Context: an optimization exercise on an open-source flow, tuned for small area, a short achievable clock period and few clock cycles per item. The choices shown serve that exercise and are no tape-out recipe. Where RTL was checked, it was by simulation tests only, not by an equivalence proof against the original. Power figures rest on the tool's default switching activity, not on a simulated workload.

==> flow/design.v (excerpt) <==
module audio_resample_packetizer_unit (
  input  wire logic                       clk_i,
  input  wire logic                       rst_ni,
  input  wire logic                       in_valid_i,
  output logic                            in_ready_o,
  input  wire logic [31:0]                in_first_channel_i,
  input  wire logic [31:0]                in_second_channel_i,
  input  wire logic                       in_buffer_start_i,
  input  wire logic                       in_silent_i,
  input  wire logic [63:0]                in_time_ns_i,
  output logic                            out_valid_o,
  input  wire logic                       out_ready_i,
  output logic [15:0]                     out_left_sample_o,
  output logic [15:0]                     out_right_sample_o,
  output logic [15:0]                     out_packet_sequence_o,
  output logic                            out_first_of_packet_o,
  output logic                            out_last_of_packet_o,
  output logic [63:0]                     out_packet_time_ns_o,
  ...
Size in the first run: ~270 I/O pins.
==> module arp_conv_pre, before the edit <==
module arp_conv_pre (
  input  wire logic [31:0] raw_i,
  input  wire logic [1:0]  fmt_i,
  output logic      [15:0] v_o,      
  output logic      [3:0]  u_o,      
  output logic             st_o,     
  output logic             sgn_o,    
  output logic             big_o,    
  output logic             tiny_o    
);
  logic [7:0]  ex;
  logic [23:0] mant, q;
  logic [9:0]  lo;
  logic [14:0] hd;
  logic [8:0]  mh;
  logic        nz14, b;
  logic [7:0]  x8, y8;
  logic        eq_ff, eq_00;
  arp_add #(.W(10)) u_lo (
    .a_i ({1'b0, mant[8:0]}),
    .b_i ({1'b0, ~mh}),
    .c_i (!b),
    .s_o (lo)
  );
  arp_add #(.W(15)) u_dec (
    .a_i (mant[23:9]),
    .b_i (15'h7FFF),
    .c_i (1'b0),
    .s_o (hd)
  );
  assign q = {lo[9] ? mant[23:9] : hd, lo[8:0]};
  always_comb begin
    ex   = raw_i[30:23];
    mant = {1'b1, raw_i[22:0]};
    mh   = mant[23:15];
    nz14 = |mant[13:0];
    b    = mant[14] && (nz14 || mh[0]);
    x8    = mant[7:0];
    y8    = ~mh[7:0];
    eq_ff = &(x8 ^ y8);
    eq_00 = (x8 ^ y8) == {x8[6:0] | y8[6:0], 1'b0};
    st_o  = b ? !eq_00 : !eq_ff;
    u_o    = 4'(8'd126 - ex);
    sgn_o  = raw_i[31] && !((ex == 8'hFF) && (raw_i[22:0] != 23'd0));
    big_o  = ex >= 8'd127;
    tiny_o = ex <= 8'd110;
    case (fmt_i)
      arp_pkg::FMT_FLOAT: v_o = q[23:8];
      arp_pkg::FMT_PCM16: v_o = raw_i[15:0];
      default:            v_o = raw_i[31:16];
    endcase
  end
endmodule
==> flow/config.mk <==
export PLATFORM = sky130hd
export DESIGN_NAME = audio_resample_packetizer_unit
export DESIGN_NICKNAME = audio_resample_packetizer_unit
export VERILOG_FILES = /design/flow/design.v
export SDC_FILE = /design/flow/constraint.sdc
export NUM_CORES = 4
export LEC_CHECK = 0
export CAP_MARGIN = 20
export CORE_MARGIN = 2
export CORE_UTILIZATION = 55
export CTS_BUF_LIST = sky130_fd_sc_hd__clkbuf_8
export PLACE_DENSITY = 0.7
export SETUP_SLACK_MARGIN = 4.3
export SLEW_MARGIN = 20
==> flow/constraint.sdc <==
create_clock -name core_clock -period 8.0 [get_ports {clk_i}]
set_input_delay 1.6000 -clock core_clock [delete_from_list [all_inputs] [get_ports {clk_i}]]
set_output_delay 1.6000 -clock core_clock [all_outputs]
set_load 0.01 [all_outputs]
standard.sh (not shown) runs the stock make flow with config.mk's settings and CLKGATE_MAP_FILE= SYNTH_SCRIPT=/design/flow/synth_recipe.tcl, a recipe that flattens the netlist after the stock synthesis.
==> flow/flow/run.sh <==
#!/bin/bash
# Own layout flow: the standard flow, with every input and output port
# buffered by the smallest buffer (sky130_fd_sc_hd__buf_1) instead of the
# resizer's default choice. Everything else is the standard.sh.
set -euo pipefail
export BUFFER_PORTS_ARGS="-buffer_cell sky130_fd_sc_hd__buf_1"
bash standard.sh finish > flow_standard.log 2>&1 || { tail -50 flow_standard.log; exit 1; }
tail -5 flow_standard.log
Next try:
--- a/flow/design.v
+++ b/flow/design.v
@@ -31,23 +31,14 @@
   logic [7:0]  ex;
   logic [23:0] mant, q;
-  logic [9:0]  lo;
-  logic [14:0] hd;
   logic [8:0]  mh;
   logic        nz14, b;
   logic [7:0]  x8, y8;
   logic        eq_ff, eq_00;
-  arp_add #(.W(10)) u_lo (
-    .a_i ({1'b0, mant[8:0]}),
-    .b_i ({1'b0, ~mh}),
+  arp_add #(.W(24)) u_sub (
+    .a_i (mant),
+    .b_i ({15'h7FFF, ~mh}),
     .c_i (!b),
-    .s_o (lo)
+    .s_o (q)
   );
-  arp_add #(.W(15)) u_dec (
-    .a_i (mant[23:9]),
-    .b_i (15'h7FFF),
-    .c_i (1'b0),
-    .s_o (hd)
-  );
-  assign q = {lo[9] ? mant[23:9] : hd, lo[8:0]};
   always_comb begin
     ex   = raw_i[30:23];
What happened:
- clock skew went down by 0.019 ns
- sequential cell count stays the same
- die area went down by 3.1%
- hold slack gets better by 0.0065 ns
- via count went down by 7.0%
- setup slack gets better by 0.083 ns
- cell count went down by 3.2%
- global-route usage went down by 2.6 points
Testbench counts after the change, summed over its fixed seeds: cycles 10,882, items 6,400.
No functional check of the RTL was part of the first run of this note.

* * *

Setup of job 105:
Another version of the RTL of audio_resample_packetizer_unit (not shown whole).
Size: ~1800 cells after synthesis, about 240 flip-flops, about 270 I/O pins, roughly 18000 sq um of cells after synthesis.
Settings: LEC_CHECK=0, CAP_MARGIN=20, CORE_MARGIN=2, CORE_UTILIZATION=55, CTS_BUF_LIST=sky130_fd_sc_hd__clkbuf_8, PLACE_DENSITY=0.7, SETUP_SLACK_MARGIN=4.3, SLEW_MARGIN=20; clock period 8.0 ns.
Scripts as last shown in full above: flow/flow/run.sh
Testbench counts of job 105, summed over its fixed seeds: cycles 10,882, items 6,400.
diff inputs: job 105 => job 102
-- flow/design.v --
<<< job 105, line 233
  logic [PW-1:0] nx_d, nx_dn;
  assign in_ready_o = rdy_now_q || (rdy_take_q && out_ready_i);
  assign res = below ? dn_q : d_q;
  assign rm  = PW'(rate_q) + NEG_OUT;
>>> job 102, line 233
  logic [PW-1:0] nx_d, nx_dn;
  assign in_ready_o = rdy_now_q || (rdy_take_q && out_ready_i);
  logic          i_load;
  logic [1:0]    cur_rdy;
  assign cur_rdy = ready_terms(i_v, i_prod, e_v, below, last, e_prod, near_q);
  assign i_load  = cur_rdy[1] || (cur_rdy[0] && out_ready_i);
  assign res = below ? dn_q : d_q;
  assign rm  = PW'(rate_q) + NEG_OUT;
<<< job 105, line 247
  );
  always_comb begin
    nx_iv    = in_ready_o ? in_valid_i : (i_v && !load_e);
    nx_isil  = in_ready_o ? in_silent_i : i_silent;
    nx_fmt   = (cfg_we_i && cfg_index_i == arp_pkg::REG_SAMPLE_FORMAT)
             ? cfg_wdata_i[1:0] : fmt_q;
>>> job 102, line 251
  );
  always_comb begin
    nx_iv    = i_load ? in_valid_i : (i_v && !load_e);
    nx_isil  = i_load ? in_silent_i : i_silent;
    nx_fmt   = (cfg_we_i && cfg_index_i == arp_pkg::REG_SAMPLE_FORMAT)
             ? cfg_wdata_i[1:0] : fmt_q;
<<< job 105, line 270
  end
  always_ff @(posedge clk_i) begin
    if (in_ready_o) begin
      i_v1     <= pv1;
      i_u1     <= pu1;
>>> job 102, line 274
  end
  always_ff @(posedge clk_i) begin
    if (i_load) begin
      i_v1     <= pv1;
      i_u1     <= pu1;
<<< job 105, line 310
      rdy_take_q <= nx_rdy[0];
      near_q     <= nx_near;
      if (in_ready_o) i_v <= in_valid_i;
      else if (load_e) i_v <= 1'b0;
      e_v  <= nx_ev;
>>> job 102, line 314
      rdy_take_q <= nx_rdy[0];
      near_q     <= nx_near;
      if (i_load) i_v <= in_valid_i;
      else if (load_e) i_v <= 1'b0;
      e_v  <= nx_ev;
Results
- Compared with job 105, in job 102 met1 layer wirelength in the final routing has decreased; post-route minimum period has remained practically unchanged.
- For the power density normalized to cell area, job 102 came in about 35% higher than job 105 did.
- Job 102 and job 105 ended up with nearly the same cell count after placement.
- Die outline height (job 102 vs. job 105) decreases slightly
- For job 102, the main combinational cell family by area after synthesis was simple AND/OR/NAND/NOR gates, unlike job 105, where it was compound AO/OA/AOI/OAI gates.
- Job 105 -> job 102: register-to-register slack flat
For job 102, only the layout was checked, not whether the RTL still works.

[re-timing with driven ports]
In the flow no input, the clock included, has a driving cell. The finished layouts below were timed again as built, in two steps. Step 1 sets driving cells, clkbuf_16 on the clock port and buf_2 on the other inputs (assumed; they add their load-dependent delay and slew). Step 2, shift: input delay + t, output delay - t, t = (earliest + latest rising clock arrival at the registers) / 2. This alone moves slack from input paths to output paths. Three values: no drivers, after step 1, after step 2; two values: the first two.
run	shift t [ns]	setup WS [ns]	worst setup path at the end
the first run of note 1	0.630	4.177 / 4.177 / 3.755	input to register
the second run of note 1	0.634	4.260 / 4.264 / 3.630	input to register
job 105	0.617	4.315 / 4.248 / 3.821	input to register
job 102	0.618	4.318 / 4.285 / 3.789	input to register
After both steps every run listed still meets setup and hold. For the second run of note 1, which loses most, drivers alone change the setup slack by +0.004 ns; drivers and shift together by -0.630 ns.
